Context: an optimization exercise on an open-source flow, tuned for small area, a short achievable clock period and few clock cycles per item. The choices shown serve that exercise and are no tape-out recipe.
The RTL was checked by simulation tests, not by an equivalence proof against the original design.
Power figures rest on the tool's default switching activity, not on a simulated workload.

## flow/design.v (module list and top-level ports; edited modules follow where they fit)
// module cla: 1773 lines
// module add_seq_ctrl: 65 lines
module add_seq_ctrl
#(
    parameter int unsigned N     = add_seq_pkg::ADDSEQ_N,
    parameter int unsigned WORDS = add_seq_pkg::ADDSEQ_WORDS
) (
    input  logic             clk,
    input  logic             rst,
    input  logic             in_valid,
    output logic             in_ready,
    input  logic [N*WORDS-1:0] a,
    input  logic [N*WORDS-1:0] b,
    input  logic             cin,
    input  logic             sub,
    output logic             out_valid,
    input  logic             out_ready,
    output logic [N*WORDS-1:0] sum,
    output logic             cout
);
  // ...
==> flow/flow/run.sh <==
#!/bin/bash
# Standard layout, unchanged; logs kept beside it.
bash standard.sh > standard.log 2>&1
==> flow/standard.sh <==
#!/bin/bash
# synth_recipe.tcl (not shown) runs the flow's synth.tcl, then flattens the netlist and writes it again
# the make line also repeats each setting of config.mk as NAME=value (left out here)
make -C /OpenROAD-flow-scripts/flow DESIGN_CONFIG=/design/flow/config.mk WORK_HOME=/design/flow/orfs CLKGATE_MAP_FILE= SYNTH_SCRIPT=/design/flow/synth_recipe.tcl "${@:-finish}"
==> flow/config.mk <==
export PLATFORM = sky130hd
export DESIGN_NAME = add_seq_ctrl
export DESIGN_NICKNAME = add_seq_ctrl
export VERILOG_FILES = /design/flow/design.v
export SDC_FILE = /design/flow/constraint.sdc
export NUM_CORES = 4
export LEC_CHECK = 0
export CAP_MARGIN = 20
export CORE_MARGIN = 2
export CORE_UTILIZATION = 40
export SLEW_MARGIN = 20
==> flow/constraint.sdc <==
create_clock -name core_clock -period 28.0 [get_ports {clk}]
set_input_delay 5.6000 -clock core_clock [delete_from_list [all_inputs] [get_ports {clk}]]
set_output_delay 5.6000 -clock core_clock [all_outputs]
set_load 0.01 [all_outputs]
==> results.ini, run 1 <==
[routing]
vias_per_cell = 5.048
wl_per_cell_um = 21.94
routedLengthMet1_um = 37020
drt_iter0_drc = 1227
firstDrtPassIters = 5
drt-total-wl_um = 99250

[synthesis]
synth_area_um2 = 29510
synth_xor_area_frac = 0.1137
synth_largest_area_cell = edfxtp_1
ys_seq_area_frac = 0.4385

[worst_setup_path]
r2r_slack_ps = 24440
criticalPathCategory = primary input to flop
worstPathCellList = buf_8 > buf_4 > buf_4 > xor2_1 > ha_1 > and4_1 > nor2b_1 > and4bb_2 > or4bb_1 > o22a_1 > o22ai_1 > o21bai_1 > o41a_1 > o21ba_1 > fa_1 > xor2_1 > o21ai_0
cpPeakStageDelay_ps = 790
path_depth = 17
cp-endpoint = res_q[243]
cp_slowest_cell = buf_4

[clock_tree]
htreeDepth = 2
cts_max_path_buffers = 3
cts_setup_buffers = 0
clock_latency_ps = 630
cts.repair.resized = 0

[global_route]
grt-ovfl-total = 0
grtUsageTotal = 0.2543
grt_pass1_vias = 23937
antenna_found_initial = 33
grtUsageMet3 = 0.07769

[worst_hold_path]
hold-path-endpoint = skid_q[256]
hold_depth = 2

[final_layout]
layout_commonest_cell = clkdlybuf4s50_1
nets = 4401
design.seq.count = 517
nClkBuffers = 79

[power_and_ir_drop]
p_per_area_nw_per_um2 = 72.88
p_comb_uw = 932
pg_clk_uw = 851
vdd_ir_drop_max_mv = 0.05328
finalPower_uw = 2950
total_leakage_power_uw = 0.01720

[sta]
relSlewSlack = 0.2898
post-route-period-util = 0.4162
fin_ws_ps = 16350

[floorplanning]
nWellTaps = 959

[outcome]
status = complete, no violations

Testbench counts, summed over its fixed seeds: cycles 1,288, items 1,280.
==> run 2: changes to the inputs <==
==> flow/flow/run.sh (replaced) <==
#!/bin/bash
# The standard layout (standard.sh), with two changes to how it is made:
#  - ports are buffered with sky130_fd_sc_hd__buf_1 instead of the delay buffer
#    buffer_ports picks by default;
#  - timing repair aims for extra setup slack, so the layout runs faster than
#    the 28 ns the constraints require.
# The constraints (constraint.sdc) are the standard flow's, unchanged. Each tool's log is in
# orfs/logs; this script's own output goes to standard.log.
MARGIN=18
bash standard.sh finish \
  "BUFFER_PORTS_ARGS=-buffer_cell sky130_fd_sc_hd__buf_1" \
  SETUP_SLACK_MARGIN=$MARGIN > standard.log 2>&1
==> results.ini, run 2 <==
[final_layout]
post-route-util = 0.4938
final_cell_mix = buf_1 (775), xor2_1 (360), nand2_1 (289)
layout_commonest_cell = buf_1
drive_above_1_share = 0.05552
area_delta_synth_final_pct = 22.09
stdcell_count = 4543
largestRegisters = res_q (257), skid_q (257)
nets = 4418  ; +0.39%

[synthesis]
synth_largest_area_cell = edfxtp_1
synth.ff_latch_count = 517
synth_top_area_frac = 0.2616
syn_area_per_cell_um2 = 10.80
yosys_warnings = 1
synth.distinct_cells = 75
synth_ff_type = edfxtp_1
synth_area_leaders = edfxtp_1 (26%), dfxtp_1 (17%), ha_1 (11%)
ys_seq_area_frac = 0.4385  ; unchanged
synth_edf_count = 257
synthesis.instances = 2733
syn_nets = 3634
synth_area_um2 = 29510  ; unchanged
netlist_top_cells_count = xor2_1 (361), nand2_1 (289), o21ai_0 (265)
synth-async-reset-ratio = 0.005803
synth.most_common_cell = xor2_1

[floorplanning]
initial_core_util = 0.4044
die_area_um2 = 75950
core_um2 = 72960
die_w_um = 275.6
rows = 99
die_h_um = 275.6
io-pin-count = 777

[worst_hold_path]
holdCritPathClass = flop to flop

[global_route]
grt_pass1_wl_um = 132100
grtUsageTotal = 0.2313  ; -0.02302
grt_max_degree = 143
antenna_found_initial = 40  ; +21%
grt-ovfl-total = 0  ; unchanged
grt_pass1_vias = 22316  ; -6.8%

[sta]
fin_tns_setup_ps = 0
relSlewSlack = 0.3583  ; +0.06846
post-route-period-util = 0.3510  ; -0.06522
skew_ps = 22.66
fmax_ghz = 0.1017
rsz0062_at_grt = false
fin_crit_ps = 9828
setup_viol = 0
tightest_slew_ps = 962.5
finalHoldViolations = 0
drv_slew = 0

[power_and_ir_drop]
vdd_ir_drop_max_mv = 0.05506  ; +3.3%
total_leakage_power_uw = 0.01526  ; -11%
p_per_area_nw_per_um2 = 74.66  ; +2.4%
finalPower_uw = 2690  ; -8.8%

[clock_tree]
cts_max_path_buffers = 3  ; unchanged
cts.clk_slew.worst_paths_ps = 60
cts_hold_buf = 0
cts_tree = yes
clock_latency_ps = 620  ; about the same
htreeDepth = 2  ; unchanged
root_buffer = clkbuf_16
cts_buffers = 58
clock_sinks = 517

[worst_setup_path]
cp_max_fo = 13
cp-start-kind = primary input
cp.arrival_ps = 10160
criticalPathCategory = primary input to flop
crit_required_ps = 28330
worstSetupEndpointType = flop

[placed_design]
dp_hpwl_um = 72280
portBuffers = 776
place_congestion = 0.9417
dp.cells = 4397

[routing]
ant_nets = 0
drt-total-wl_um = 91890  ; -7.4%
vias_per_cell = 4.960  ; -1.7%
wl_per_cell_um = 20.23  ; -7.8%
drc = 0
drt_iter0_drc = 1044  ; -15%
firstDrtPassIters = 5  ; unchanged
num_vias = 22533

[flow_run]
drv_cap = 0

[outcome]
status = complete, no violations

-- run 2: cell counts after synthesis --
Identical to the previous run, type by type.
-- run 2: cell type report --
type | count | area, um2
multi-input cells | 1867 | 15480
fillers | 6925 | 36930
diodes | 18 | 45.04
flip-flops and latches | 517 | 12940
repair buffers | 808 | 3425
well taps | 959 | 1200
clock inverters | 20 | 207.7
clock buffers | 89 | 1732
inverters | 265 | 994.7
-- run 2: logic make-up (layout without fill, tap and decap cells) --
kind of cell | after synthesis | in the layout | synth area share
buffers and inverters | 349 | 1182 | 0.04440
and+or+nand+nor | 467 | 467 | 0.07251
other | 0 | 18 | 0
adders and majority gates | 383 | 383 | 0.1952
muxes | 20 | 20 | 0.007633
DFF | 517 | 517 | 0.4385
xor gates and xnor gates | 383 | 383 | 0.1137
AOI/OAI and AO/OA | 614 | 614 | 0.1280
-- run 2: repair_timing --
item / CTS / global route
setup buffers: 2 / 9
cloned: 5 / 3
endpoints found under the setup margin: 473 / 128
pin swaps: 3 / 7
gates resized for setup: 36 / 19
-- run 2: worst paths after layout --
check	slack, ps	end	startpoint	depth (start not counted)
max in group asynchronous	22940	in_ready_q	rst	2
max	18170	res_q[151]	sub	23
min	450	skid_q[256]	skid_q[256]	2
min in group asynchronous	4840	out_valid_q	rst	2
min reg2reg	450	skid_q[256]	skid_q[256]	2
max reg2reg	24790	res_q[8]	skid_valid_q	3
-- run 2: critical path, cell delays in order --
cell and delay, ps:
clkbuf_16 190, buf_16 170, xnor2_1 140, fa_2 360, fa_2 380, nor2b_2 130
o211ai_1 110, buf_4 170, a31oi_4 220, a2111oi_4 130, inv_2 100, a31oi_4 130
o22a_4 330, o31a_1 360, o31ai_4 260, a21oi_4 120, o21ai_2 160, inv_2 60
o21a_1 200, o2bb2ai_1 160, fa_1 410, xor2_1 160, o21ai_1 90
-- run 2: routing by layer --
metal / wire length [um] / global-route usage / share of wire
met1: 34340 / 0.2582 / 0.37
met2: 46360 / 0.4110 / 0.50
met3: 8172 / 0.07690 / 0.089
met4: 2729 / 0.07952 / 0.030
met5: 285 / 0 / 0.0031
-- run 2: report_power, final --
| group | internal (uW) | switching, uW | total, uW |
|---|---|---|---|
| logic | 275 | 472 | 747 |
| registers | 1090 | 81.8 | 1170 |
| clock network | 461 | 313 | 774 |
-- run 2: stage by stage --
| stage | area (um2) | hold WS, ps | setup slack [ps] |
|---|---|---|---|
| finish | 36020 | 447.8 | 18170 |
| CTS | 35740 | 452.8 | 18000 |
| floorplan | 29540 | 417.5 | 18020 |
| detailed placement | 33430 | 444.4 | 15480 |
| global route | 36000 | 482.7 | 18000 |
| global placement | 33430 | 427.8 | 15590 |
==> run 3: changes to the inputs <==
--- a/flow/flow/run.sh
+++ b/flow/flow/run.sh
@@ -8,5 +8,5 @@
 # orfs/logs; this script's own output goes to standard.log.
-MARGIN=18
+MARGIN=20
 bash standard.sh finish \
   "BUFFER_PORTS_ARGS=-buffer_cell sky130_fd_sc_hd__buf_1" \
-  SETUP_SLACK_MARGIN=$MARGIN > standard.log 2>&1
+  SETUP_SLACK_MARGIN=$MARGIN  > standard.log 2>&1
==> results.ini, run 3 <==
[worst_setup_path]
worst_path_most_repeated_cell = fa_2
crit_buf_inv = 5  ; unchanged
cp.arrival_ps = 10000  ; -160 ps
criticalPathCategory = primary input to flop
crit_required_ps = 28330  ; about the same
cp_slowest_cell = fa_2
worstSetupEndpointType = flop
cp_max_fo = 6  ; -7
cpPeakStageDelay_ps = 540  ; +130 ps
crit_family = compound AO/OA/AOI/OAI gates
cp-start-kind = primary input
worstPathCellList = clkbuf_16 > buf_16 > xnor2_2 > fa_2 > fa_2 > nor2b_2 > o211ai_1 > buf_4 > a31oi_4 > a2111oi_4 > inv_2 > a31oi_4 > o22a_4 > buf_6 > o22a_4 > o22ai_4 > o21bai_4 > o41a_1 > o21ba_4 > fa_2 > o21ai_2
r2r_slack_ps = 24600  ; -190 ps

[routing]
wl_per_cell_um = 20.15  ; -0.36%
drt_iter0_drc = 1024  ; -1.9%
drc = 0  ; unchanged
firstDrtPassIters = 5  ; unchanged
vias_per_cell = 4.985  ; +0.51%
ant_nets = 0  ; unchanged
drt-total-wl_um = 93860  ; +2.1%
num_vias = 23217  ; +3.0%

[placed_design]
place_congestion = 0.9181  ; -2.5%
portBuffers = 776  ; unchanged
dp_hpwl_um = 69770  ; -3.5%

[synthesis]
ys_seq_area_frac = 0.4385  ; unchanged
syn_area_per_cell_um2 = 10.80  ; unchanged
synth_area_um2 = 29510  ; unchanged
netlist_top_cells_count = xor2_1 (361), nand2_1 (289), o21ai_0 (265)
synth_edf_count = 257  ; unchanged
synth_largest_area_cell = edfxtp_1
synth-async-reset-ratio = 0.005803  ; unchanged
synth_area_leaders = edfxtp_1 (26%), dfxtp_1 (17%), ha_1 (11%)
synth.most_common_cell = xor2_1
synth.distinct_cells = 75  ; unchanged
synth.ff_latch_count = 517  ; unchanged
yosys_warnings = 1  ; unchanged
synth_top_area_frac = 0.2616  ; unchanged
synth_ff_type = edfxtp_1
syn_nets = 3634  ; unchanged
synthesis.instances = 2733  ; unchanged

[sta]
skew_ps = 8.320  ; -14.34 ps
drv_slew = 0  ; unchanged
fin_crit_ps = 9676  ; -152.3 ps
relSlewSlack = 0.2665  ; -0.09185
hold-worst-slack_ps = 442.5  ; -5.297 ps
rsz0062_at_grt = true
tightest_slew_ps = 1100  ; +137.8 ps
fin_tns_setup_ps = 0  ; unchanged
finalHoldViolations = 0  ; unchanged
setup_viol = 0  ; unchanged
post-route-period-util = 0.3456  ; -0.005439
fmax_ghz = 0.1033  ; +1.6%

[final_layout]
area_delta_synth_final_pct = 32.08
nets = 4538  ; +2.7%
num-fill-cells = 6602  ; -4.7%
register_area_um2 = 12940  ; unchanged
post-route-util = 0.5341  ; +0.04037
drive_above_1_share = 0.1795  ; +0.1240
final_cell_mix = buf_1 (775), xor2_1 (340), nand2_1 (284)
largestRegisters = res_q (257), skid_q (257)
layout_commonest_cell = buf_1
multiInputGateArea_um2 = 17190  ; +11%

[flow_run]
drv_cap = 0  ; unchanged

[clock_tree]
cts_max_path_buffers = 3  ; unchanged
cts_tree = yes
cts_buffers = 58  ; unchanged
cts.clk_slew.worst_paths_ps = 60  ; about the same
clock_latency_ps = 610  ; about the same
htreeDepth = 2  ; unchanged
root_buffer = clkbuf_16
clock_sinks = 517  ; unchanged

[power_and_ir_drop]
vdd_ir_drop_max_mv = 0.05268  ; -4.3%
total_leakage_power_uw = 0.01634  ; +7.0%
p_per_area_nw_per_um2 = 73.59  ; -1.4%

[global_route]
grt-ovfl-total = 0  ; unchanged
antenna_found_initial = 26  ; -35%
grt_pass1_wl_um = 135100  ; +2.3%
grtUsageTotal = 0.2350  ; +0.003759
grt_pass1_vias = 22816  ; +2.2%
grt_max_degree = 199  ; +39%

[floorplanning]
die_h_um = 275.6  ; unchanged
die_area_um2 = 75950  ; unchanged
die_w_um = 275.6  ; unchanged
initial_core_util = 0.4044  ; unchanged
io-pin-count = 777  ; unchanged
core_um2 = 72960  ; unchanged
rows = 99  ; unchanged

[worst_hold_path]
holdCritPathClass = flop to flop

[outcome]
status = complete, no violations

run 3: cell counts after synthesis:
No cell type changed its count.
run 3: worst register-to-register path: cells and delay by family, from the launching register on:
kind / cells / cell delay [ps]
buf+inv: 2 / 1350
flops: 1 / 1020
mux: 1 / 780
run 3: path summary, 6_finish.rpt:
| check | from | to | cells after the start |
|---|---|---|---|
| max in group asynchronous | rst | in_ready_q | 2 |
| worst max register to register | skid_valid_q | res_q[64] | 3 |
| worst min register to register | skid_q[256] | skid_q[256] | 2 |
| worst max-delay path | sub | res_q[242] | 21 |
| worst min-delay path | skid_q[256] | skid_q[256] | 2 |
| min in group asynchronous | rst | skid_valid_q | 2 |
run 3: final cells by class:
type,instances,share of cell area
Multi-Input combinational cell,1867,0.4410
Inverter,265,0.02559
Timing Repair Buffer,928,0.1179
Tap cell,959,0.03079
Sequential cell,517,0.3321
Clock inverter,34,0.009985
Clock buffer,76,0.04190
Antenna cell,11,0.0007064
run 3: cells by family (layout without fill, tap and decap cells):
| logic type | after synthesis | after routing | synth area share |
|---|---|---|---|
| multiplexers | 20 | 20 | 0.007633 |
| buffers and inverters | 349 | 1303 | 0.04440 |
| AO/OA/AOI/OAI | 614 | 614 | 0.1280 |
| XOR/XNOR | 383 | 383 | 0.1137 |
| other | 0 | 11 | 0 |
| flip-flops | 517 | 517 | 0.4385 |
| adder cells (fa/ha/maj) | 383 | 383 | 0.1952 |
| AND/OR/NAND/NOR | 467 | 467 | 0.07251 |
run 3: timing repair:
item,CTS,global route
cloned,11,1
resized for setup,203,252
setup buffers,72,57
setup endpoints to repair,639,565
pin swaps,95,93
hold buffers,0,0
run 3: where the power goes:
| group | internal [uW] | switching, uW | leakage (uW) |
|---|---|---|---|
| Combinational | 369 | 533 | 0.0105 |
| Sequential | 1090 | 78.3 | 0.00481 |
| Clock | 484 | 318 | 0.000984 |
run 3: routing by layer:
layer	global-route usage	part of all wire	wire length, um
met5	0	0.0018	167
met2	0.4124	0.50	46780
met1	0.2753	0.39	36380
met4	0.07667	0.034	3151
met3	0.06759	0.079	7379
run 3: stage by stage:
stage	worst slack (ps)	total power, uW	cells	instance area, um2
after floorplan	18080	1648	2733	30070
after global placement	16010	1925	4395	33900
after CTS	18360	2817	4588	37610
final	18320	2868	4657	38970
after detailed placement	15890	1935	4395	33900
after global routing	18250	3033	4653	38960
==> run 4: changes to the inputs <==
--- a/flow/flow/run.sh
+++ b/flow/flow/run.sh
@@ -8,5 +8,5 @@
 # orfs/logs; this script's own output goes to standard.log.
-MARGIN=20
+MARGIN=19
 bash standard.sh finish \
   "BUFFER_PORTS_ARGS=-buffer_cell sky130_fd_sc_hd__buf_1" \
-  SETUP_SLACK_MARGIN=$MARGIN  > standard.log 2>&1
+  SETUP_SLACK_MARGIN=$MARGIN  "ABC_AREA=1" "ADDER_MAP_FILE=" > standard.log 2>&1
==> results.ini, run 4 <==
[final_layout]
multiInputGateArea_um2 = 14900  ; -13%
largestRegisters = res_q (257), skid_q (257)
stdcell_count = 5968  ; +28%
layout_commonest_cell = nand2_1
final_cell_mix = nand2_1 (1212), buf_1 (775), inv_1 (589)
area_delta_synth_final_pct = 22.44
num-fill-cells = 7656  ; +16%
nets = 5462  ; +20%
drive_above_1_share = 0.06569  ; -0.1139
post-route-util = 0.4958  ; -0.03834
register_area_um2 = 12940  ; unchanged

[global_route]
grt_pass1_vias = 26517  ; +16%
antenna_found_initial = 12  ; -54%
grtUsageTotal = 0.2437  ; +0.008716
grt-ovfl-total = 0  ; unchanged
grt_pass1_wl_um = 146000  ; +8.1%
grt_max_degree = 131  ; -34%

[synthesis]
syn_area_per_cell_um2 = 7.287  ; -33%
synth_edf_count = 257  ; unchanged
synth_ff_type = edfxtp_1
synth_area_leaders = edfxtp_1 (26%), dfxtp_1 (17%), nand2_1 (15%)
synth_area_um2 = 30250  ; +2.5%
synthesis.instances = 4151  ; +52%
yosys_warnings = 1  ; unchanged
synth-async-reset-ratio = 0.005803  ; unchanged
synth.distinct_cells = 54  ; -28%
ys_seq_area_frac = 0.4278  ; -0.01076
synth.most_common_cell = nand2_1
synth_top_area_frac = 0.2551  ; -0.006416
netlist_top_cells_count = nand2_1 (1231), inv_1 (591), nor2_1 (503)
syn_nets = 4669  ; +28%
synth.ff_latch_count = 517  ; unchanged
synth_largest_area_cell = edfxtp_1

[placed_design]
place_ws_ps = 16320  ; +432.5 ps
portBuffers = 776  ; unchanged
place_congestion = 0.9115  ; -0.72%
dp.cells = 5824  ; +33%
dp_hpwl_um = 76120  ; +9.1%

[worst_setup_path]
worstSetupEndpointType = flop
cp_max_fo = 13  ; +7
worst_path_most_repeated_cell = nand2_1
r2r_start = skid_valid_q
cp.arrival_ps = 9130  ; -870 ps
criticalPathCategory = primary input to flop
cp_slowest_cell = or2_2
ff2ff_path_depth = 3  ; unchanged
cp-startpoint = sub
crit_required_ps = 28360  ; +30 ps
cpPeakStageDelay_ps = 320  ; -220 ps
cp-start-kind = primary input

[floorplanning]
core_um2 = 74700  ; +2.4%
die_h_um = 279.0  ; +1.2%
rows = 100  ; +1.0%
initial_core_util = 0.4049  ; +0.0005237
die_w_um = 279.0  ; +1.2%
io-pin-count = 777  ; unchanged
die_area_um2 = 77840  ; +2.5%

[sta]
drv_slew = 0  ; unchanged
finalHoldViolations = 0  ; unchanged
fin_ws_ps = 19230  ; +906.6 ps
post-route-period-util = 0.3132  ; -0.03238
skew_ps = 17.16  ; +8.840 ps
relSlewSlack = 0.3399  ; +0.07343
fin_crit_ps = 8769  ; -906.6 ps
fmax_ghz = 0.1140  ; +10%
rsz0062_at_grt = true
tightest_slew_ps = 990.2  ; -110.1 ps
fin_tns_setup_ps = 0  ; unchanged
setup_viol = 0  ; unchanged

[worst_hold_path]
hp-start = skid_q[204]
holdCritPathClass = flop to flop
hold_depth = 2  ; unchanged

[routing]
drc = 0  ; unchanged
firstDrtPassIters = 6  ; +1
vias_per_cell = 4.768  ; -4.4%
drt_iter0_drc = 1547  ; +51%
wl_per_cell_um = 16.66  ; -17%
num_vias = 28453  ; +23%
ant_nets = 0  ; unchanged
drt-total-wl_um = 99410  ; +5.9%

[clock_tree]
cts.clk_slew.worst_paths_ps = 60  ; about the same
root_buffer = clkbuf_16
clock_latency_ps = 620  ; about the same
cts_tree = yes
cts_max_path_buffers = 3  ; unchanged
cts_buffers = 60  ; +3.4%
clock_sinks = 517  ; unchanged
htreeDepth = 2  ; unchanged
cts_hold_buf = 0  ; unchanged

[power_and_ir_drop]
total_leakage_power_uw = 0.01705  ; +4.4%
p_per_area_nw_per_um2 = 71.89  ; -2.3%
vdd_ir_drop_max_mv = 0.06239  ; +18%

[outcome]
status = complete, no violations

[flow_run]
drv_cap = 0  ; unchanged

-- run 4: changes by cell type after synthesis, moves of 83 or more --
cell / change
a21o_1: -103
a31oi_1: +83
fa_1: -129
ha_1: -254
inv_1: +327
nand2_1: +942
nand3_1: +181
nor2_1: +458
o21ai_0: -107
xnor2_1: +224
xor2_1: -301
-- run 4: worst paths after layout --
path                               end  slack [ps]
max                         res_q[223]       19230
min                        skid_q[204]         440
max reg2reg                  res_q[19]       24910
min reg2reg                skid_q[204]         440
max in group asynchronous   in_ready_q       22960
min in group asynchronous  out_valid_q        4830
-- run 4: final cells by class --
class / instances / share of cell area
inverters: 595 / 0.06075
flip-flops and latches: 517 / 0.3495
well taps: 969 / 0.03274
clock buffers: 84 / 0.04652
diodes: 6 / 0.0004054
repair buffers: 817 / 0.09622
multi-input cells: 2953 / 0.4022
clock inverters: 27 / 0.01169
-- run 4: cell families after synthesis --
group / synth area share
xor gates and xnor gates: 0.09076
buffers and inverters: 0.09216
DFF: 0.4278
and+or+nand+nor: 0.2903
AOI/OAI and AO/OA: 0.09907
-- run 4: what timing repair did --
action / CTS / global route
pin swaps: 1 / 10
gates cloned: 8 / 4
buffers inserted: 3 / 12
resized for setup: 42 / 68
endpoints found under the setup margin: 477 / 117
-- run 4: report_power, final --
group,switching [uW],leakage (uW),internal [uW]
Combinational,477,0.0112,237
Sequential,69.0,0.00479,1020
Clock,328,0.00105,529
-- run 4: routing by layer --
metal / up-vias / GRT usage / wire length (um)
met2: 815 / 0.4208 / 47200
li1: 14786 / - / -
met4: 12 / 0.1092 / 4408
met3: 196 / 0.06150 / 6890
met1: 12644 / 0.2849 / 40840
met5: - / 0 / 78
-- run 4: per-stage QoR --
| step | area, um2 | hold WS (ps) | total power [uW] |
|---|---|---|---|
| 6_report | 37030 | 444.6 | 2662 |
| 4_1_cts | 36550 | 448.2 | 2671 |
| 2_1_floorplan | 30260 | 414.3 | 1549 |
| 3_5_place_dp | 33950 | 432.9 | 1796 |
| 3_3_place_gp | 33950 | 428.2 | 1791 |
| 5_1_grt | 37020 | 465.1 | 2811 |
-- run 4: worst max-delay path: cells and delay by family --
family	cells	cell delay, ps
simple gates	33	3140
buf+inv	2	360
==> run 5: changes to the inputs <==
--- a/flow/flow/run.sh
+++ b/flow/flow/run.sh
@@ -8,3 +8,3 @@
 # orfs/logs; this script's own output goes to standard.log.
-MARGIN=19
+MARGIN=19.5
 bash standard.sh finish \
==> results.ini, run 5 <==
[worst_hold_path]
hp-start = skid_q[191]
holdCritPathClass = flop to flop

[routing]
drc = 0  ; unchanged
drt-total-wl_um = 103600  ; +4.2%
firstDrtPassIters = 6  ; unchanged
wl_per_cell_um = 17.05  ; +2.3%
drt_iter0_drc = 1540  ; -0.45%
num_vias = 29431  ; +3.4%
ant_nets = 0  ; unchanged
vias_per_cell = 4.843  ; +1.6%

[sta]
skew_ps = 7.645  ; -9.515 ps
fin_tns_setup_ps = 0  ; unchanged
rsz0062_at_grt = true
fin_ws_ps = 19210  ; -16.20 ps
fin_crit_ps = 8786  ; +16.20 ps
setup_viol = 0  ; unchanged
tightest_slew_ps = 1092  ; +102.0 ps
relSlewSlack = 0.2719  ; -0.06798
drv_slew = 0  ; unchanged
fmax_ghz = 0.1138  ; -0.18%
finalHoldViolations = 0  ; unchanged
post-route-period-util = 0.3138  ; +0.0005786

[outcome]
status = complete, no violations

[synthesis]
synth.distinct_cells = 54  ; unchanged
synth_ff_type = edfxtp_1
synth.ff_latch_count = 517  ; unchanged
yosys_warnings = 1  ; unchanged
syn_area_per_cell_um2 = 7.287  ; unchanged
synth_top_area_frac = 0.2551  ; unchanged
synthesis.instances = 4151  ; unchanged
syn_nets = 4669  ; unchanged
synth_area_um2 = 30250  ; unchanged
synth-async-reset-ratio = 0.005803  ; unchanged
synth.most_common_cell = nand2_1
netlist_top_cells_count = nand2_1 (1231), inv_1 (591), nor2_1 (503)
synth_edf_count = 257  ; unchanged
ys_seq_area_frac = 0.4278  ; unchanged
synth_largest_area_cell = edfxtp_1
synth_area_leaders = edfxtp_1 (26%), dfxtp_1 (17%), nand2_1 (15%)

[final_layout]
layout_commonest_cell = nand2_1
fin_area_um2 = 39600  ; +6.9%
largestRegisters = res_q (257), skid_q (257)
post-route-util = 0.5301  ; +0.03434
nets = 5570  ; +2.0%
area_delta_synth_final_pct = 30.92
drive_above_1_share = 0.1462  ; +0.08055
final_cell_mix = nand2_1 (1100), buf_1 (775), inv_1 (580)

[clock_tree]
cts_hold_buf = 0  ; unchanged
root_buffer = clkbuf_16
clock_latency_ps = 610  ; about the same
cts_max_path_buffers = 3  ; unchanged
htreeDepth = 2  ; unchanged
cts_buffers = 60  ; unchanged
cts_tree = yes
clock_sinks = 517  ; unchanged
cts.clk_slew.worst_paths_ps = 60  ; about the same

[floorplanning]
core_um2 = 74700  ; unchanged
initial_core_util = 0.4049  ; unchanged
die_h_um = 279.0  ; unchanged
die_w_um = 279.0  ; unchanged
io-pin-count = 777  ; unchanged
die_area_um2 = 77840  ; unchanged
rows = 100  ; unchanged

[global_route]
grt_pass1_wl_um = 150200  ; +2.9%
grt-ovfl-total = 0  ; unchanged
grt_max_degree = 153  ; +17%
antenna_found_initial = 9  ; -3
grt_pass1_vias = 27086  ; +2.1%
grtUsageTotal = 0.2492  ; +0.005479

[worst_setup_path]
cp-startpoint = sub
cp_slowest_cell = or2_1
criticalPathCategory = primary input to flop
crit_family = simple AND/OR/NAND/NOR gates
cpPeakStageDelay_ps = 250  ; -70 ps
cp_max_fo = 8  ; -5
crit_buf_inv = 8  ; +6
cp.arrival_ps = 9100  ; -30 ps
crit_required_ps = 28320  ; -40 ps
cp-start-kind = primary input
r2r_start = out_valid_q
worstSetupEndpointType = flop

[power_and_ir_drop]
p_per_area_nw_per_um2 = 69.31  ; -3.6%
vdd_ir_drop_max_mv = 0.04868  ; -22%
total_leakage_power_uw = 0.01806  ; +5.9%

[placed_design]
place_congestion = 0.9222  ; +1.2%
dp_hpwl_um = 74820  ; -1.7%
place_ws_ps = 17270  ; +945.4 ps
portBuffers = 776  ; unchanged
postPlaceCellArea_um2 = 34190  ; +0.72%

[flow_run]
drv_cap = 0  ; unchanged

## run 5: cell types whose count changed in the layout (fill, tap and decap cells not counted), sizes merged, moves of 2 or more
cell      previous run  this run
bufbuf               4         2
bufinv              11         9
buf                807       917
clkinvlp             4         6
## run 5: metal layers
layer  part of all wire  up-vias  GRT usage
li1                   -    15021          -
met1               0.41    13280     0.3025
met2               0.48      926     0.4315
met3              0.061      198    0.04485
met4              0.047        6     0.1096
met5            0.00040        -          0
## run 5: layout make-up
class | count | area [um2]
fillers | 7219 | 35100
multi-input cells | 2953 | 16520
inverters | 595 | 2250
well taps | 969 | 1212
repair buffers | 925 | 4573
clock inverters | 27 | 370.4
diodes | 7 | 17.52
flip-flops and latches | 517 | 12940
clock buffers | 84 | 1715
## run 5: what timing repair did
action | 4_1_cts | 5_1_grt
pin swaps | 55 | 127
setup buffers | 62 | 62
endpoints found under the setup margin | 460 | 337
cloned | 10 | 4
gates resized for setup | 183 | 329
## run 5: metrics by stage
stage	hold WS [ps]	cells	power, uW
after floorplan	414.3	4151	1555
after global placement	429.4	5821	1795
after detailed placement	434.1	5821	1801
after CTS	443.8	6004	2683
after global routing	461.2	6076	2889
final	441.5	6077	2745
## run 5: cell families after synthesis
| logic type | count (synthesis) | share of synthesized area |
|---|---|---|
| flops | 517 | 0.4278 |
| compound gates | 508 | 0.09907 |
| buf+inv | 681 | 0.09216 |
| simple gates | 2135 | 0.2903 |
| xor+xnor | 310 | 0.09076 |
## run 5: final timing paths
kind / slack (ps) / cells past startpoint / endpoint
max in group asynchronous: 22870 / 2 / in_ready_q
max: 19210 / 30 / res_q[175]
min reg2reg: 440 / 2 / skid_q[191]
min in group asynchronous: 4910 / 2 / out_valid_q
min: 440 / 2 / skid_q[191]
max reg2reg: 24540 / 6 / res_q[137]
## run 5: worst register-to-register path: cells and delay by family, from the launching register on
| family | cells | cell delay [ps] |
|---|---|---|
| DFF | 1 | 430 |
| buffers and inverters | 5 | 2560 |
| and+or+nand+nor | 1 | 50 |
## run 5: power breakdown
group          switching (uW)  internal (uW)  total, uW
Clock                     322            508        830
Sequential               68.2           1020       1090
Combinational             528            296        824
Total                     918           1830       2740
==> run 6: changes to the inputs <==
--- a/flow/flow/run.sh
+++ b/flow/flow/run.sh
@@ -8,5 +8,5 @@
 # orfs/logs; this script's own output goes to standard.log.
-MARGIN=19.5
+MARGIN=19
 bash standard.sh finish \
   "BUFFER_PORTS_ARGS=-buffer_cell sky130_fd_sc_hd__buf_1" \
-  SETUP_SLACK_MARGIN=$MARGIN  "ABC_AREA=1" "ADDER_MAP_FILE=" > standard.log 2>&1
+  SETUP_SLACK_MARGIN=$MARGIN  "CORE_UTILIZATION=60" "CTS_BUF_LIST=sky130_fd_sc_hd__clkbuf_4 sky130_fd_sc_hd__clkbuf_8" > standard.log 2>&1
==> results.ini, run 6 <==
[floorplanning]
core_um2 = 48750  ; -35%
die_w_um = 225.8  ; -19%
die_h_um = 225.8  ; -19%
die_area_um2 = 50970  ; -35%
rows = 81  ; -19%
initial_core_util = 0.6053  ; +0.2003
io-pin-count = 777  ; unchanged

[global_route]
antenna_found_initial = 44  ; +35
grt_pass1_wl_um = 147700  ; -1.7%
grtUsageTotal = 0.3881  ; +0.1388
grt-ovfl-total = 0  ; unchanged
grt_pass1_vias = 26067  ; -3.8%
grt_max_degree = 140  ; -8.5%

[worst_setup_path]
rr_endpoint = res_q[66]
worstPathCellList = clkbuf_16 > buf_16 > xor2_1 > ha_1 > and4_4 > nand4_1 > or4_4 > o22a_4 > buf_6 > buf_6 > o211a_4 > nor2_4 > buf_6 > buf_6 > a21boi_4 > o21bai_1 > a21oi_2 > fa_2 > o21ai_2
cp_max_fo = 28  ; +20
worstSetupEndpointType = flop
cp-start-kind = primary input
crit_required_ps = 28400  ; +80 ps
cp-startpoint = sub
ff2ff_path_depth = 3  ; -3
cp-endpoint = res_q[174]
r2r_start = skid_valid_q
r2r_slack_ps = 24430  ; -110 ps
cp_slowest_cell = or4_4
cp.arrival_ps = 9870  ; +770 ps
worst_path_most_repeated_cell = buf_6
cpPeakStageDelay_ps = 570  ; +320 ps
criticalPathCategory = primary input to flop

[routing]
num_vias = 25413  ; -14%
firstDrtPassIters = 7  ; +1
vias_per_cell = 5.629  ; +16%
drc = 0  ; unchanged
drt_iter0_drc = 1695  ; +10%
wl_per_cell_um = 22.70  ; +33%
ant_nets = 0  ; unchanged
drt-total-wl_um = 102500  ; -1.1%

[power_and_ir_drop]
power.net_switching_uw = 980.7  ; +6.8%
finalPower_uw = 2900  ; +5.7%
intPower_uw = 1919  ; +5.1%
vdd_ir_drop_max_mv = 0.06869  ; +41%
combPwrFrac = 0.331  ; +0.031
p_per_area_nw_per_um2 = 73.54  ; +6.1%
pwr-share-seq = 0.402  ; +0.005
pwr-share-clk = 0.266  ; -0.036
p_sw_frac = 0.3382  ; +0.003574
total_leakage_power_uw = 0.01676  ; -7.2%

[synthesis]
synth-async-reset-ratio = 0.005803  ; unchanged
synth_top_area_frac = 0.2616  ; +0.006416
synth.distinct_cells = 75  ; +39%
synth.ff_latch_count = 517  ; unchanged
synth.most_common_cell = xor2_1
netlist_top_cells_count = xor2_1 (361), nand2_1 (289), o21ai_0 (265)
synth_ff_type = edfxtp_1
synth_edf_count = 257  ; unchanged
synthesis.instances = 2733  ; -34%
ys_seq_area_frac = 0.4385  ; +0.01076
syn_nets = 3634  ; -22%
synth_area_leaders = edfxtp_1 (26%), dfxtp_1 (17%), ha_1 (11%)
syn_area_per_cell_um2 = 10.80  ; +48%
synth_area_um2 = 29510  ; -2.5%
yosys_warnings = 1  ; unchanged
synth_largest_area_cell = edfxtp_1

[worst_hold_path]
holdCritPathClass = flop to flop

[clock_tree]
cts_buffers = 88  ; +47%
cts_tree = yes
root_buffer = clkbuf_8
clock_latency_ps = 710  ; +100 ps
cts.clk_slew.worst_paths_ps = 60  ; about the same
clock_sinks = 517  ; unchanged
htreeDepth = 3  ; +1
cts_max_path_buffers = 3  ; unchanged
cts_hold_buf = 0  ; unchanged

[sta]
skew_ps = 41.73  ; +34.08 ps
rsz0062_at_grt = true
relSlewSlack = 0.2495  ; -0.02239
tightest_slew_ps = 1126  ; +33.58 ps
post-route-period-util = 0.3381  ; +0.02429
fin_tns_setup_ps = 0  ; unchanged
finalHoldViolations = 0  ; unchanged
fmax_ghz = 0.1056  ; -7.2%
setup_viol = 0  ; unchanged
drv_slew = 0  ; unchanged
fin_crit_ps = 9466  ; +680.1 ps

[outcome]
status = complete, no violations

[final_layout]
layout_commonest_cell = buf_1
drive_above_1_share = 0.2091  ; +0.06290
final_cell_mix = buf_1 (775), xor2_1 (339), nand2_1 (285)
nets = 4631  ; -17%
post-route-util = 0.8090  ; +0.2789
area_delta_synth_final_pct = 33.66
largestRegisters = res_q (257), skid_q (257)

[flow_run]
drv_cap = 0  ; unchanged

[placed_design]
portBuffers = 776  ; unchanged
place_congestion = 0.9864  ; +7.0%
dp_hpwl_um = 73210  ; -2.1%

==> run 6: cell count changes after synthesis, moves of 83 or more <==
cell / before / now
a31oi_1: 99 / 16
inv_1: 591 / 264
xor2_1: 60 / 361
a21o_1: 5 / 108
ha_1: 0 / 254
nand2_1: 1231 / 289
nand3_1: 195 / 14
nor2_1: 503 / 45
o21ai_0: 158 / 265
fa_1: 0 / 129
xnor2_1: 246 / 22
==> run 6: what timing repair did <==
action / 4_1_cts / 5_1_grt
gates resized for setup: 305 / 195
setup buffers: 143 / 44
cloned: 18 / 0
pin swaps: 156 / 149
setup endpoints to repair: 496 / 382
==> run 6: final cells by class <==
cell class,instances,area [um2]
fillers,3085,9311
diodes,45,112.6
repair buffers,991,5248
well taps,664,830.8
multi-input cells,1867,17290
clock buffers,132,1623
clock inverters,34,390.4
inverters,265,999.7
flip-flops and latches,517,12940
==> run 6: logic make-up (layout without fill, tap and decap cells) <==
logic type,after synthesis,in the layout,synth area share
compound gates,614,614,0.1280
xor+xnor,383,383,0.1137
fa+ha+maj,383,383,0.1952
buf+inv,349,1422,0.04440
flops,517,517,0.4385
mux,20,20,0.007633
other cells,0,45,0
simple gates,467,467,0.07251
==> run 6: power by group through the flow <==
stage	combinational, uW	clock (uW)	sequential, uW
floorplan	431	0	1220
global placement	749	0	1170
detailed placement	777	0	1180
CTS	882	778	1160
global route	1040	810	1190
finish	960	773	1170
==> run 6: worst min path at each step <==
stage               depth (start not counted)  slack [ps]   startpoint     endpoint
global placement                            2         440  skid_q[255]  skid_q[255]
finish                                      2         450   skid_q[60]   skid_q[60]
global route                                2         460  skid_q[220]  skid_q[220]
floorplan                                   2         420  skid_q[256]  skid_q[256]
CTS                                         2         450  skid_q[234]  skid_q[234]
detailed placement                          2         450  skid_q[255]  skid_q[255]
==> run 6: layer usage <==
| metal | vias up | track usage | wire length, um |
|---|---|---|---|
| li1 | 11484 | - | - |
| met1 | 12254 | 0.4322 | 36070 |
| met2 | 1197 | 0.6290 | 48030 |
| met3 | 462 | 0.1180 | 9548 |
| met4 | 16 | 0.2882 | 8757 |
| met5 | - | 0 | 99 |
==> run 6: critical path, delay by kind of cell <==
| kind | cells | cell delay (ps) |
|---|---|---|
| AO/OA/AOI/OAI | 6 | 990 |
| XOR/XNOR | 1 | 210 |
| adder cells (fa/ha/maj) | 2 | 920 |
| buffers and inverters | 6 | 830 |
| AND/OR/NAND/NOR | 4 | 1280 |
==> run 6: per-stage QoR <==
stage / instances / hold slack, ps / worst slack, ps / instance area (um2)
floorplan: 2733 / 417.5 / 18080 / 30050
global placement: 4099 / 438.4 / 16030 / 33490
detailed placement: 4099 / 445.3 / 15740 / 33490
CTS: 4426 / 447.4 / 18670 / 38300
global route: 4502 / 463.4 / 18430 / 39400
finish: 4515 / 445.4 / 18530 / 39440
==> run 7: changes to the inputs <==
--- a/flow/flow/run.sh
+++ b/flow/flow/run.sh
@@ -11,2 +11,2 @@
   "BUFFER_PORTS_ARGS=-buffer_cell sky130_fd_sc_hd__buf_1" \
-  SETUP_SLACK_MARGIN=$MARGIN  "CORE_UTILIZATION=60" "CTS_BUF_LIST=sky130_fd_sc_hd__clkbuf_4 sky130_fd_sc_hd__clkbuf_8" > standard.log 2>&1
+  SETUP_SLACK_MARGIN=$MARGIN  "ABC_AREA=1" "DONT_USE_CELLS= sky130_fd_sc_hd__probe_p_8 sky130_fd_sc_hd__probec_p_8 sky130_fd_sc_hd__lpflow_bleeder_1 sky130_fd_sc_hd__lpflow_clkbufkapwr_1 sky130_fd_sc_hd__lpflow_clkbufkapwr_16 sky130_fd_sc_hd__lpflow_clkbufkapwr_2 sky130_fd_sc_hd__lpflow_clkbufkapwr_4 sky130_fd_sc_hd__lpflow_clkbufkapwr_8 sky130_fd_sc_hd__lpflow_clkinvkapwr_1 sky130_fd_sc_hd__lpflow_clkinvkapwr_16 sky130_fd_sc_hd__lpflow_clkinvkapwr_2 sky130_fd_sc_hd__lpflow_clkinvkapwr_4 sky130_fd_sc_hd__lpflow_clkinvkapwr_8 sky130_fd_sc_hd__lpflow_decapkapwr_12 sky130_fd_sc_hd__lpflow_decapkapwr_3 sky130_fd_sc_hd__lpflow_decapkapwr_4 sky130_fd_sc_hd__lpflow_decapkapwr_6 sky130_fd_sc_hd__lpflow_decapkapwr_8 sky130_fd_sc_hd__lpflow_inputiso0n_1 sky130_fd_sc_hd__lpflow_inputiso0p_1 sky130_fd_sc_hd__lpflow_inputiso1n_1 sky130_fd_sc_hd__lpflow_inputiso1p_1 sky130_fd_sc_hd__lpflow_inputisolatch_1 sky130_fd_sc_hd__lpflow_isobufsrc_1 sky130_fd_sc_hd__lpflow_isobufsrc_16 sky130_fd_sc_hd__lpflow_isobufsrc_2 sky130_fd_sc_hd__lpflow_isobufsrc_4 sky130_fd_sc_hd__lpflow_isobufsrc_8 sky130_fd_sc_hd__lpflow_isobufsrckapwr_16 sky130_fd_sc_hd__lpflow_lsbuf_lh_hl_isowell_tap_1 sky130_fd_sc_hd__lpflow_lsbuf_lh_hl_isowell_tap_2 sky130_fd_sc_hd__lpflow_lsbuf_lh_hl_isowell_tap_4 sky130_fd_sc_hd__lpflow_lsbuf_lh_isowell_4 sky130_fd_sc_hd__lpflow_lsbuf_lh_isowell_tap_1 sky130_fd_sc_hd__lpflow_lsbuf_lh_isowell_tap_2 sky130_fd_sc_hd__lpflow_lsbuf_lh_isowell_tap_4  sky130_fd_sc_hd__fa_1 sky130_fd_sc_hd__fa_2 sky130_fd_sc_hd__fa_4" "CORE_UTILIZATION=60" "CTS_CLUSTER_SIZE=30" "CTS_CLUSTER_DIAMETER=100" > standard.log 2>&1
==> results.ini, run 7 <==
[outcome]
status = complete, no violations

[power_and_ir_drop]
vdd_ir_drop_max_mv = 0.06586  ; -4.1%
total_leakage_power_uw = 0.01519  ; -9.3%
intPower_uw = 1551  ; -19%
p_per_area_nw_per_um2 = 70.51  ; -4.1%
pwr-share-seq = 0.483  ; +0.081
pwr-share-clk = 0.175  ; -0.091
power.net_switching_uw = 855.0  ; -13%
combPwrFrac = 0.342  ; +0.011
p_sw_frac = 0.3553  ; +0.01716

[sta]
finalHoldViolations = 0  ; unchanged
fmax_ghz = 0.1112  ; +5.2%
skew_ps = 39.87  ; -1.860 ps
fin_tns_setup_ps = 0  ; unchanged
relSlewSlack = 0.1997  ; -0.04979
rsz0062_at_grt = true
post-route-period-util = 0.3212  ; -0.01684
setup_viol = 0  ; unchanged
drv_slew = 0  ; unchanged
tightest_slew_ps = 1200  ; +74.68 ps
fin_crit_ps = 8994  ; -471.6 ps

[final_layout]
drive_above_1_share = 0.07895  ; -0.1302
register_area_um2 = 12940  ; unchanged
layout_commonest_cell = nand2_1
post-route-util = 0.7193  ; -0.08971
multiInputGateArea_um2 = 15570  ; -9.9%
num-fill-cells = 3730  ; +21%
area_delta_synth_final_pct = 19.12
nets = 4649  ; +0.39%
stdcell_count = 4416  ; -2.2%
final_cell_mix = nand2_1 (788), buf_1 (775), xor2_1 (383)
largestRegisters = res_q (257), skid_q (257)

[worst_setup_path]
crit_required_ps = 28300  ; -100 ps
cpPeakStageDelay_ps = 270  ; -300 ps
cp_slowest_cell = ha_1
cp-start-kind = primary input
worst_path_most_repeated_cell = nand2_4
criticalPathCategory = primary input to flop
cp_max_fo = 7  ; -75%
worstSetupEndpointType = flop
cp.arrival_ps = 9300  ; -570 ps

[synthesis]
synth_edf_count = 257  ; unchanged
synth_top_area_frac = 0.2694  ; +0.007813
yosys_warnings = 1  ; unchanged
syn_nets = 3877  ; +6.7%
synth_area_um2 = 28650  ; -2.9%
synth-async-reset-ratio = 0.005803  ; unchanged
synthesis.instances = 2974  ; +8.8%
synth_ff_type = edfxtp_1
syn_area_per_cell_um2 = 9.633  ; -11%
synth.ff_latch_count = 517  ; unchanged
netlist_top_cells_count = nand2_1 (801), ha_1 (385), xor2_1 (383)
synth.distinct_cells = 46  ; -39%
ys_seq_area_frac = 0.4516  ; +0.01310
synth_largest_area_cell = edfxtp_1
synth_area_leaders = edfxtp_1 (27%), dfxtp_1 (18%), ha_1 (17%)
synth.most_common_cell = nand2_1

[placed_design]
dp_hpwl_um = 70870  ; -3.2%
portBuffers = 776  ; unchanged
dp.cells = 4289  ; +4.6%
place_congestion = 0.9987  ; +1.2%

[routing]
drt_iter0_drc = 1715  ; +1.2%
vias_per_cell = 5.418  ; -3.7%
highest_layer = met5
num_vias = 23927  ; -5.8%
firstDrtPassIters = 7  ; unchanged
wl_met2_um = 44570  ; -7.2%
drc = 0  ; unchanged
dr_wl_met3_um = 7559  ; -21%
routedLengthMet1_um = 34950  ; -3.1%
ant_nets = 0  ; unchanged
wl_per_cell_um = 20.95  ; -7.7%
drt-total-wl_um = 92520  ; -9.7%

[clock_tree]
root_buffer = clkbuf_16
cts_buffers = 22  ; -75%
cts.clk_slew.worst_paths_ps = 120  ; +60 ps
htreeDepth = 1  ; -2
clock_sinks = 517  ; unchanged
cts_hold_buf = 0  ; unchanged
cts_tree = yes
cts_max_path_buffers = 3  ; unchanged
clock_latency_ps = 590  ; -120 ps

[floorplanning]
die_h_um = 222.5  ; -1.4%
die_area_um2 = 49510  ; -2.8%
core_um2 = 47450  ; -2.7%
initial_core_util = 0.6039  ; -0.001422
rows = 80  ; -1.2%
io-pin-count = 777  ; unchanged
die_w_um = 222.5  ; -1.4%

[global_route]
grt-ovfl-total = 0  ; unchanged
antenna_found_initial = 45  ; +2.3%
grtUsageTotal = 0.3541  ; -0.03393
grt_pass1_vias = 23225  ; -11%
grt_pass1_wl_um = 133800  ; -9.4%
grt_max_degree = 187  ; +34%

[flow_run]
drv_cap = 0  ; unchanged

[worst_hold_path]
holdCritPathClass = flop to flop

==> run 7: cell types whose count changed after synthesis, moves of 120 or more <==
cell,before,now
nand2_1,289,801
inv_1,264,113
o21ai_0,265,145
fa_1,129,0
ha_1,254,385
nor2_1,45,187
==> run 7: critical path, delay by kind of cell <==
| kind | cells | cell delay (ps) |
|---|---|---|
| compound gates | 4 | 530 |
| simple gates | 17 | 1470 |
| fa+ha+maj | 4 | 770 |
| xor+xnor | 2 | 280 |
| buf+inv | 5 | 610 |
==> run 7: layout make-up <==
cell class | instances | share of cell area
repair buffers | 834 | 0.1045
clock inverters | 4 | 0.001467
clock buffers | 36 | 0.01983
flip-flops and latches | 517 | 0.3792
inverters | 119 | 0.01327
well taps | 615 | 0.02255
diodes | 39 | 0.002860
multi-input cells | 2252 | 0.4563
==> run 7: worst paths after layout <==
path	startpoint	endpoint	slack [ps]	cells past startpoint
max	sub	res_q[207]	19010	32
min	skid_q[118]	skid_q[118]	460	2
max reg2reg	out_valid_q	res_q[256]	24620	5
min reg2reg	skid_q[118]	skid_q[118]	460	2
max in group asynchronous	rst	in_ready_q	22960	2
min in group asynchronous	rst	skid_valid_q	4830	2
==> run 7: logic make-up after synthesis <==
group	Yosys count	share of synthesized area
adders and majority gates	385	0.1681
xor gates and xnor gates	383	0.1171
buffers and inverters	205	0.02686
AOI/OAI and AO/OA	345	0.07241
DFF	517	0.4516
and+or+nand+nor	1139	0.1639
==> run 7: repair_timing <==
action	in CTS	in global routing
setup buffers	12	29
setup endpoints to repair	458	101
pin swaps	7	48
gates resized for setup	18	53
cloned	4	3
==> run 7: per-layer routing <==
layer,global-route usage,vias up
met1,0.4062,11245
met5,0,-
met4,0.1884,18
met2,0.6041,855
met3,0.09574,224
li1,-,11585
==> run 7: per-stage QoR <==
stage          worst slack [ps]  power (uW)  hold slack [ps]  area [um2]
2_1_floorplan             18060        1661            411.7       29060
6_report                  19010        2406            458.7       34130
3_5_place_dp              17060        1957            430.7       32510
3_3_place_gp              17180        1930            422.4       32510
5_1_grt                   18820        2533            478.7       34110
4_1_cts                   19000        2379            462.9       33560
==> run 7: power by group through the flow <==
stage,sequential (uW),clock [uW],combinational (uW)
CTS,1160,423,796
finish,1160,421,823
detailed placement,1180,0,781
global placement,1170,0,760
global route,1180,444,908
floorplan,1220,0,442
==> run 8: changes to the inputs <==
==> flow/flow/run.sh (replaced) <==
#!/bin/bash
# The standard layout (standard.sh), with two changes to how it is made:
#  - ports are buffered with sky130_fd_sc_hd__buf_1 instead of the delay buffer
#    buffer_ports picks by default;
#  - timing repair aims for extra setup slack, so the layout runs faster than
#    the 28 ns the constraints require.
# The constraints (constraint.sdc) are the standard flow's, unchanged. Each tool's log is in
# orfs/logs; this script's own output goes to standard.log.
MARGIN=19
bash standard.sh finish \
  "BUFFER_PORTS_ARGS=-buffer_cell sky130_fd_sc_hd__buf_1" \
  SETUP_SLACK_MARGIN=$MARGIN  "ABC_AREA=1" "DONT_USE_CELLS= sky130_fd_sc_hd__probe_p_8 sky130_fd_sc_hd__probec_p_8 sky130_fd_sc_hd__lpflow_bleeder_1 sky130_fd_sc_hd__lpflow_clkbufkapwr_1 sky130_fd_sc_hd__lpflow_clkbufkapwr_16 sky130_fd_sc_hd__lpflow_clkbufkapwr_2 sky130_fd_sc_hd__lpflow_clkbufkapwr_4 sky130_fd_sc_hd__lpflow_clkbufkapwr_8 sky130_fd_sc_hd__lpflow_clkinvkapwr_1 sky130_fd_sc_hd__lpflow_clkinvkapwr_16 sky130_fd_sc_hd__lpflow_clkinvkapwr_2 sky130_fd_sc_hd__lpflow_clkinvkapwr_4 sky130_fd_sc_hd__lpflow_clkinvkapwr_8 sky130_fd_sc_hd__lpflow_decapkapwr_12 sky130_fd_sc_hd__lpflow_decapkapwr_3 sky130_fd_sc_hd__lpflow_decapkapwr_4 sky130_fd_sc_hd__lpflow_decapkapwr_6 sky130_fd_sc_hd__lpflow_decapkapwr_8 sky130_fd_sc_hd__lpflow_inputiso0n_1 sky130_fd_sc_hd__lpflow_inputiso0p_1 sky130_fd_sc_hd__lpflow_inputiso1n_1 sky130_fd_sc_hd__lpflow_inputiso1p_1 sky130_fd_sc_hd__lpflow_inputisolatch_1 sky130_fd_sc_hd__lpflow_isobufsrc_1 sky130_fd_sc_hd__lpflow_isobufsrc_16 sky130_fd_sc_hd__lpflow_isobufsrc_2 sky130_fd_sc_hd__lpflow_isobufsrc_4 sky130_fd_sc_hd__lpflow_isobufsrc_8 sky130_fd_sc_hd__lpflow_isobufsrckapwr_16 sky130_fd_sc_hd__lpflow_lsbuf_lh_hl_isowell_tap_1 sky130_fd_sc_hd__lpflow_lsbuf_lh_hl_isowell_tap_2 sky130_fd_sc_hd__lpflow_lsbuf_lh_hl_isowell_tap_4 sky130_fd_sc_hd__lpflow_lsbuf_lh_isowell_4 sky130_fd_sc_hd__lpflow_lsbuf_lh_isowell_tap_1 sky130_fd_sc_hd__lpflow_lsbuf_lh_isowell_tap_2 sky130_fd_sc_hd__lpflow_lsbuf_lh_isowell_tap_4  sky130_fd_sc_hd__fa_1 sky130_fd_sc_hd__fa_2 sky130_fd_sc_hd__fa_4" "CORE_UTILIZATION=60" "CTS_CLUSTER_SIZE=24" "CTS_CLUSTER_DIAMETER=90" > standard.log 2>&1
==> results.ini, run 8 <==
[clock_tree]
cts_tree = yes
cts_max_path_buffers = 3  ; unchanged
htreeDepth = 1  ; unchanged
clock_latency_ps = 620  ; +30 ps
cts_buffers = 28  ; +27%
root_buffer = clkbuf_16
clock_sinks = 517  ; unchanged
cts.clk_slew.worst_paths_ps = 90  ; -30 ps

[power_and_ir_drop]
total_leakage_power_uw = 0.01530  ; +0.68%
vdd_ir_drop_max_mv = 0.07733  ; +17%
p_per_area_nw_per_um2 = 71.40  ; +1.3%

[synthesis]
synth_ff_type = edfxtp_1
synth.most_common_cell = nand2_1
synth_area_um2 = 28650  ; unchanged
syn_area_per_cell_um2 = 9.633  ; unchanged
synth_top_area_frac = 0.2694  ; unchanged
synth_edf_count = 257  ; unchanged
synth_largest_area_cell = edfxtp_1
yosys_warnings = 1  ; unchanged
syn_nets = 3877  ; unchanged
synth.ff_latch_count = 517  ; unchanged
synthesis.instances = 2974  ; unchanged
synth_area_leaders = edfxtp_1 (27%), dfxtp_1 (18%), ha_1 (17%)
netlist_top_cells_count = nand2_1 (801), ha_1 (385), xor2_1 (383)
synth.distinct_cells = 46  ; unchanged
synth-async-reset-ratio = 0.005803  ; unchanged
ys_seq_area_frac = 0.4516  ; unchanged

[final_layout]
area_delta_synth_final_pct = 20.03
largestRegisters = res_q (257), skid_q (257)
post-route-util = 0.7248  ; +0.005538
layout_commonest_cell = nand2_1
final_cell_mix = nand2_1 (783), buf_1 (775), xor2_1 (383)
nets = 4658  ; +0.19%
drive_above_1_share = 0.08366  ; +0.004717

[placed_design]
place_congestion = 0.9987  ; unchanged
dp_hpwl_um = 70870  ; unchanged
portBuffers = 776  ; unchanged

[global_route]
grt-ovfl-total = 0  ; unchanged
grt_max_degree = 187  ; unchanged
grt_pass1_wl_um = 134600  ; +0.60%
antenna_found_initial = 45  ; unchanged
grtUsageTotal = 0.3566  ; +0.002500
grt_pass1_vias = 23319  ; +0.40%

[sta]
fmax_ghz = 0.1110  ; -0.13%
drv_slew = 0  ; unchanged
relSlewSlack = 0.2137  ; +0.01396
rsz0062_at_grt = true
fin_tns_setup_ps = 0  ; unchanged
skew_ps = 28.43  ; -11.44 ps
hold-worst-slack_ps = 449.3  ; -9.371 ps
finalHoldViolations = 0  ; unchanged
tightest_slew_ps = 1179  ; -20.95 ps
setup_viol = 0  ; unchanged
fin_crit_ps = 9006  ; +11.80 ps
post-route-period-util = 0.3216  ; +0.0004214

[worst_setup_path]
cpPeakStageDelay_ps = 270  ; about the same
r2r_slack_ps = 24690  ; +70 ps
crit_family = simple AND/OR/NAND/NOR gates
rr_endpoint = res_q[7]
criticalPathCategory = primary input to flop
crit_required_ps = 28320  ; +20 ps
r2r_start = out_valid_q
worstSetupEndpointType = flop
crit_buf_inv = 4  ; -1
cp.arrival_ps = 9330  ; +30 ps
worst_path_most_repeated_cell = nand2_4
cp_max_fo = 7  ; unchanged
ff2ff_path_depth = 5  ; unchanged
cp-start-kind = primary input
cp_slowest_cell = ha_1

[worst_hold_path]
holdCritPathClass = flop to flop
hp-start = skid_q[222]
hold_depth = 2  ; unchanged
hold-path-endpoint = skid_q[222]

[routing]
vias_per_cell = 5.430  ; +0.21%
num_vias = 24065  ; +0.58%
firstDrtPassIters = 6  ; -1
wl_per_cell_um = 20.97  ; about the same
drt_iter0_drc = 1639  ; -4.4%
drt-total-wl_um = 92930  ; +0.44%
ant_nets = 0  ; unchanged
drc = 0  ; unchanged

[outcome]
status = complete, no violations

[floorplanning]
core_um2 = 47450  ; unchanged
io-pin-count = 777  ; unchanged
rows = 80  ; unchanged
die_area_um2 = 49510  ; unchanged
die_h_um = 222.5  ; unchanged
die_w_um = 222.5  ; unchanged
initial_core_util = 0.6039  ; unchanged

[flow_run]
drv_cap = 0  ; unchanged

==> run 8: cell counts after synthesis <==
No cell type changed its count.
==> run 8: timing repair <==
action | 4_1_cts | 5_1_grt
gates resized for setup | 19 | 72
setup buffers | 13 | 32
endpoints found under the setup margin | 458 | 101
hold buffers | 0 | 0
pin swaps | 8 | 58
gates cloned | 4 | 2
==> run 8: worst max-delay path by stage <==
| stage | from | to | cells after the start |
|---|---|---|---|
| after floorplan | out_ready | res_q[0] | 2 |
| after global placement | sub | res_q[223] | 34 |
| after detailed placement | sub | res_q[223] | 34 |
| after CTS | sub | res_q[223] | 34 |
| after global routing | sub | res_q[127] | 31 |
| final | sub | res_q[127] | 31 |
==> run 8: cell type report <==
class / count / area, um2
inverter: 119 / 452.9
timing repair buffer: 837 / 3596
multi-input combinational: 2252 / 15660
sequential: 517 / 12940
fill: 3723 / 13060
tap: 615 / 769.5
clock inverter: 12 / 105.1
antenna: 40 / 100.1
clock buffer: 40 / 767.0
==> run 8: metal layers <==
metal  up-vias  wire length [um]  global-route usage
met3       243              7051             0.08953
met4        18              5702              0.1836
met1     11295             35140              0.4132
li1      11628                 -                   -
met2       881             44920              0.6117
met5         -               120                   0
==> run 8: through the flow <==
stage               total power (uW)  cells  setup WS, ps  instance area [um2]
CTS                             2423   4358         19000                33710
global route                    2589   4425         18810                34370
detailed placement              1957   4289         17060                32510
global placement                1930   4289         17180                32510
finish                          2455   4432         18990                34390
floorplan                       1661   2974         18060                29060
==> run 8: power by group <==
group	internal, uW	switching [uW]	leakage [uW]
combinational	299	532	0.0101
sequential	1080	78.3	0.00481
clock	198	263	0.000410
==> run 8: kinds of logic after synthesis <==
group                      count (synthesis)  share of synthesized area
AOI/OAI and AO/OA                        345                    0.07241
xor gates and xnor gates                 383                     0.1171
adders and majority gates                385                     0.1681
buffers and inverters                    205                    0.02686
DFF                                      517                     0.4516
and+or+nand+nor                         1139                     0.1639
==> run 8: worst reg2reg max path: cells and delay by family, from the launching register on <==
kind / cells / cell delay, ps
DFF: 1 / 410
and+or+nand+nor: 1 / 60
buffers and inverters: 4 / 2210
==> run 9: changes to the inputs <==
==> flow/flow/run.sh (replaced) <==
#!/bin/bash
# The standard layout (standard.sh), with two changes to how it is made:
#  - ports are buffered with sky130_fd_sc_hd__buf_1 instead of the delay buffer
#    buffer_ports picks by default;
#  - timing repair aims for extra setup slack, so the layout runs faster than
#    the 28 ns the constraints require.
# The constraints (constraint.sdc) are the standard flow's, unchanged. Each tool's log is in
# orfs/logs; this script's own output goes to standard.log.
MARGIN=19
bash standard.sh finish \
  "BUFFER_PORTS_ARGS=-buffer_cell sky130_fd_sc_hd__buf_1" \
  SETUP_SLACK_MARGIN=$MARGIN  "ABC_AREA=1" "DONT_USE_CELLS= sky130_fd_sc_hd__probe_p_8 sky130_fd_sc_hd__probec_p_8 sky130_fd_sc_hd__lpflow_bleeder_1 sky130_fd_sc_hd__lpflow_clkbufkapwr_1 sky130_fd_sc_hd__lpflow_clkbufkapwr_16 sky130_fd_sc_hd__lpflow_clkbufkapwr_2 sky130_fd_sc_hd__lpflow_clkbufkapwr_4 sky130_fd_sc_hd__lpflow_clkbufkapwr_8 sky130_fd_sc_hd__lpflow_clkinvkapwr_1 sky130_fd_sc_hd__lpflow_clkinvkapwr_16 sky130_fd_sc_hd__lpflow_clkinvkapwr_2 sky130_fd_sc_hd__lpflow_clkinvkapwr_4 sky130_fd_sc_hd__lpflow_clkinvkapwr_8 sky130_fd_sc_hd__lpflow_decapkapwr_12 sky130_fd_sc_hd__lpflow_decapkapwr_3 sky130_fd_sc_hd__lpflow_decapkapwr_4 sky130_fd_sc_hd__lpflow_decapkapwr_6 sky130_fd_sc_hd__lpflow_decapkapwr_8 sky130_fd_sc_hd__lpflow_inputiso0n_1 sky130_fd_sc_hd__lpflow_inputiso0p_1 sky130_fd_sc_hd__lpflow_inputiso1n_1 sky130_fd_sc_hd__lpflow_inputiso1p_1 sky130_fd_sc_hd__lpflow_inputisolatch_1 sky130_fd_sc_hd__lpflow_isobufsrc_1 sky130_fd_sc_hd__lpflow_isobufsrc_16 sky130_fd_sc_hd__lpflow_isobufsrc_2 sky130_fd_sc_hd__lpflow_isobufsrc_4 sky130_fd_sc_hd__lpflow_isobufsrc_8 sky130_fd_sc_hd__lpflow_isobufsrckapwr_16 sky130_fd_sc_hd__lpflow_lsbuf_lh_hl_isowell_tap_1 sky130_fd_sc_hd__lpflow_lsbuf_lh_hl_isowell_tap_2 sky130_fd_sc_hd__lpflow_lsbuf_lh_hl_isowell_tap_4 sky130_fd_sc_hd__lpflow_lsbuf_lh_isowell_4 sky130_fd_sc_hd__lpflow_lsbuf_lh_isowell_tap_1 sky130_fd_sc_hd__lpflow_lsbuf_lh_isowell_tap_2 sky130_fd_sc_hd__lpflow_lsbuf_lh_isowell_tap_4  sky130_fd_sc_hd__fa_1 sky130_fd_sc_hd__fa_2 sky130_fd_sc_hd__fa_4" > standard.log 2>&1
==> results.ini, run 9 <==
[clock_tree]
htreeDepth = 2  ; +1
cts_hold_buf = 0  ; unchanged
cts.clk_slew.worst_paths_ps = 60  ; -30 ps
root_buffer = clkbuf_16
clock_latency_ps = 600  ; -20 ps
cts_max_path_buffers = 3  ; unchanged
clock_sinks = 517  ; unchanged
cts_tree = yes
cts_buffers = 58  ; +110%

[synthesis]
synth-async-reset-ratio = 0.005803  ; unchanged
syn_nets = 3877  ; unchanged
synth.distinct_cells = 46  ; unchanged
synth_ff_type = edfxtp_1
synth_area_um2 = 28650  ; unchanged
yosys_warnings = 1  ; unchanged
synth_largest_area_cell = edfxtp_1
synth.ff_latch_count = 517  ; unchanged
netlist_top_cells_count = nand2_1 (801), ha_1 (385), xor2_1 (383)
syn_area_per_cell_um2 = 9.633  ; unchanged
ys_seq_area_frac = 0.4516  ; unchanged
synth.most_common_cell = nand2_1
synth_top_area_frac = 0.2694  ; unchanged
synthesis.instances = 2974  ; unchanged
synth_area_leaders = edfxtp_1 (27%), dfxtp_1 (18%), ha_1 (17%)
synth_edf_count = 257  ; unchanged

[worst_hold_path]
hp-start = skid_q[254]
holdCritPathClass = flop to flop

[global_route]
grt_pass1_wl_um = 132700  ; -1.4%
grt_max_degree = 144  ; -23%
antenna_found_initial = 26  ; -42%
grt_pass1_vias = 22574  ; -3.2%
grt-ovfl-total = 0  ; unchanged
grtUsageTotal = 0.2368  ; -0.1199

[worst_setup_path]
cp-start-kind = primary input
cp-startpoint = sub
cpPeakStageDelay_ps = 270  ; about the same
cp_slowest_cell = ha_1
worst_path_most_repeated_cell = nand2_4
worstSetupEndpointType = flop
crit_required_ps = 28310  ; about the same
cp_max_fo = 7  ; unchanged
r2r_start = out_valid_q
criticalPathCategory = primary input to flop
cp.arrival_ps = 9270  ; -60 ps

[placed_design]
postPlaceCellArea_um2 = 32950  ; +1.4%
place_congestion = 0.9224  ; -7.6%
dp_hpwl_um = 69470  ; -2.0%
portBuffers = 776  ; unchanged
place_ws_ps = 16350  ; -712.5 ps

[sta]
fmax_ghz = 0.1116  ; +0.50%
drv_slew = 0  ; unchanged
post-route-period-util = 0.3200  ; -0.001604
setup_viol = 0  ; unchanged
fin_tns_setup_ps = 0  ; unchanged
fin_crit_ps = 8961  ; -44.90 ps
skew_ps = 20.11  ; -8.317 ps
finalHoldViolations = 0  ; unchanged
fin_ws_ps = 19040  ; +44.90 ps
rsz0062_at_grt = true
relSlewSlack = 0.2907  ; +0.07701
tightest_slew_ps = 1064  ; -115.5 ps

[final_layout]
num-fill-cells = 6860  ; +84%
fin_area_um2 = 36000  ; +4.7%
layout_commonest_cell = nand2_1
drive_above_1_share = 0.09761  ; +0.01394
final_cell_mix = nand2_1 (786), buf_1 (775), xor2_1 (383)
largestRegisters = res_q (257), skid_q (257)
multiInputGateArea_um2 = 15570  ; -0.54%
area_delta_synth_final_pct = 25.65
register_area_um2 = 12940  ; unchanged
nets = 4695  ; +0.79%

[routing]
drt_iter0_drc = 1107  ; -32%
ant_nets = 0  ; unchanged
vias_per_cell = 4.833  ; -11%
drt-total-wl_um = 91600  ; -1.4%
drc = 0  ; unchanged
firstDrtPassIters = 7  ; +1
num_vias = 23197  ; -3.6%
wl_per_cell_um = 19.08  ; -9.0%

[flow_run]
drv_cap = 0  ; unchanged

[outcome]
status = complete, no violations

[power_and_ir_drop]
vdd_ir_drop_max_mv = 0.05558  ; -28%
total_leakage_power_uw = 0.01594  ; +4.2%
p_per_area_nw_per_um2 = 77.29  ; +8.2%

[floorplanning]
die_area_um2 = 73780  ; +49%
die_h_um = 271.6  ; +22%
initial_core_util = 0.4022  ; -0.2017
die_w_um = 271.6  ; +22%
core_um2 = 71240  ; +50%
io-pin-count = 777  ; unchanged
rows = 98  ; +23%

## run 9: cell counts after synthesis
Identical to the previous run, type by type.
## run 9: final cells by class
type | instances | share of cell area
clock inverter | 32 | 0.01185
timing repair buffer | 844 | 0.1055
clock buffer | 78 | 0.04435
inverter | 119 | 0.01265
antenna | 8 | 0.0005561
sequential | 517 | 0.3595
multi-input combinational | 2252 | 0.4325
tap | 950 | 0.03302
## run 9: what timing repair did
| action | CTS | global route |
|---|---|---|
| cloned | 7 | 4 |
| endpoints found under the setup margin | 436 | 100 |
| gates resized for setup | 37 | 45 |
| setup buffers | 17 | 27 |
| pin swaps | 11 | 38 |
## run 9: critical path: cells and delay by family
kind,cells,cell delay (ps)
adder cells (fa/ha/maj),4,760
XOR/XNOR,2,300
AO/OA/AOI/OAI,4,520
buffers and inverters,5,590
AND/OR/NAND/NOR,17,1470
## run 9: per-layer routing
layer	global-route usage	wire length, um
met1	0.2750	36280
met2	0.4172	45070
met3	0.07377	7416
met4	0.06940	2586
met5	0	240
## run 9: path summary, 6_finish.rpt
kind,to,slack [ps],depth (start not counted)
setup reg to reg,res_q[176],25080,5
setup / recovery,res_q[215],19040,32
min in group asynchronous,out_valid_q,4840,2
hold reg to reg,skid_q[254],450,2
hold / removal,skid_q[254],450,2
max in group asynchronous,in_ready_q,22950,2
## run 9: logic make-up after synthesis
logic type	after synthesis	synth area share
compound gates	345	0.07241
xor+xnor	383	0.1171
fa+ha+maj	385	0.1681
buf+inv	205	0.02686
flops	517	0.4516
simple gates	1139	0.1639
## run 9: power by group
| group | internal (uW) | switching, uW | total, uW |
|---|---|---|---|
| registers | 1090 | 78.5 | 1170 |
| logic | 298 | 519 | 816 |
| clock network | 484 | 317 | 801 |
| total | 1870 | 914 | 2780 |
## run 9: metrics by stage
stage	utilization	hold WS (ps)	cells	total power, uW
finish	0.5053	445.3	4800	2782
global route	0.5051	454.5	4795	2952
CTS	0.4985	444.6	4761	2795
detailed placement	0.4625	428.0	4627	1966
global placement	0.4625	422.2	4627	1958
floorplan	-	411.7	2974	1661
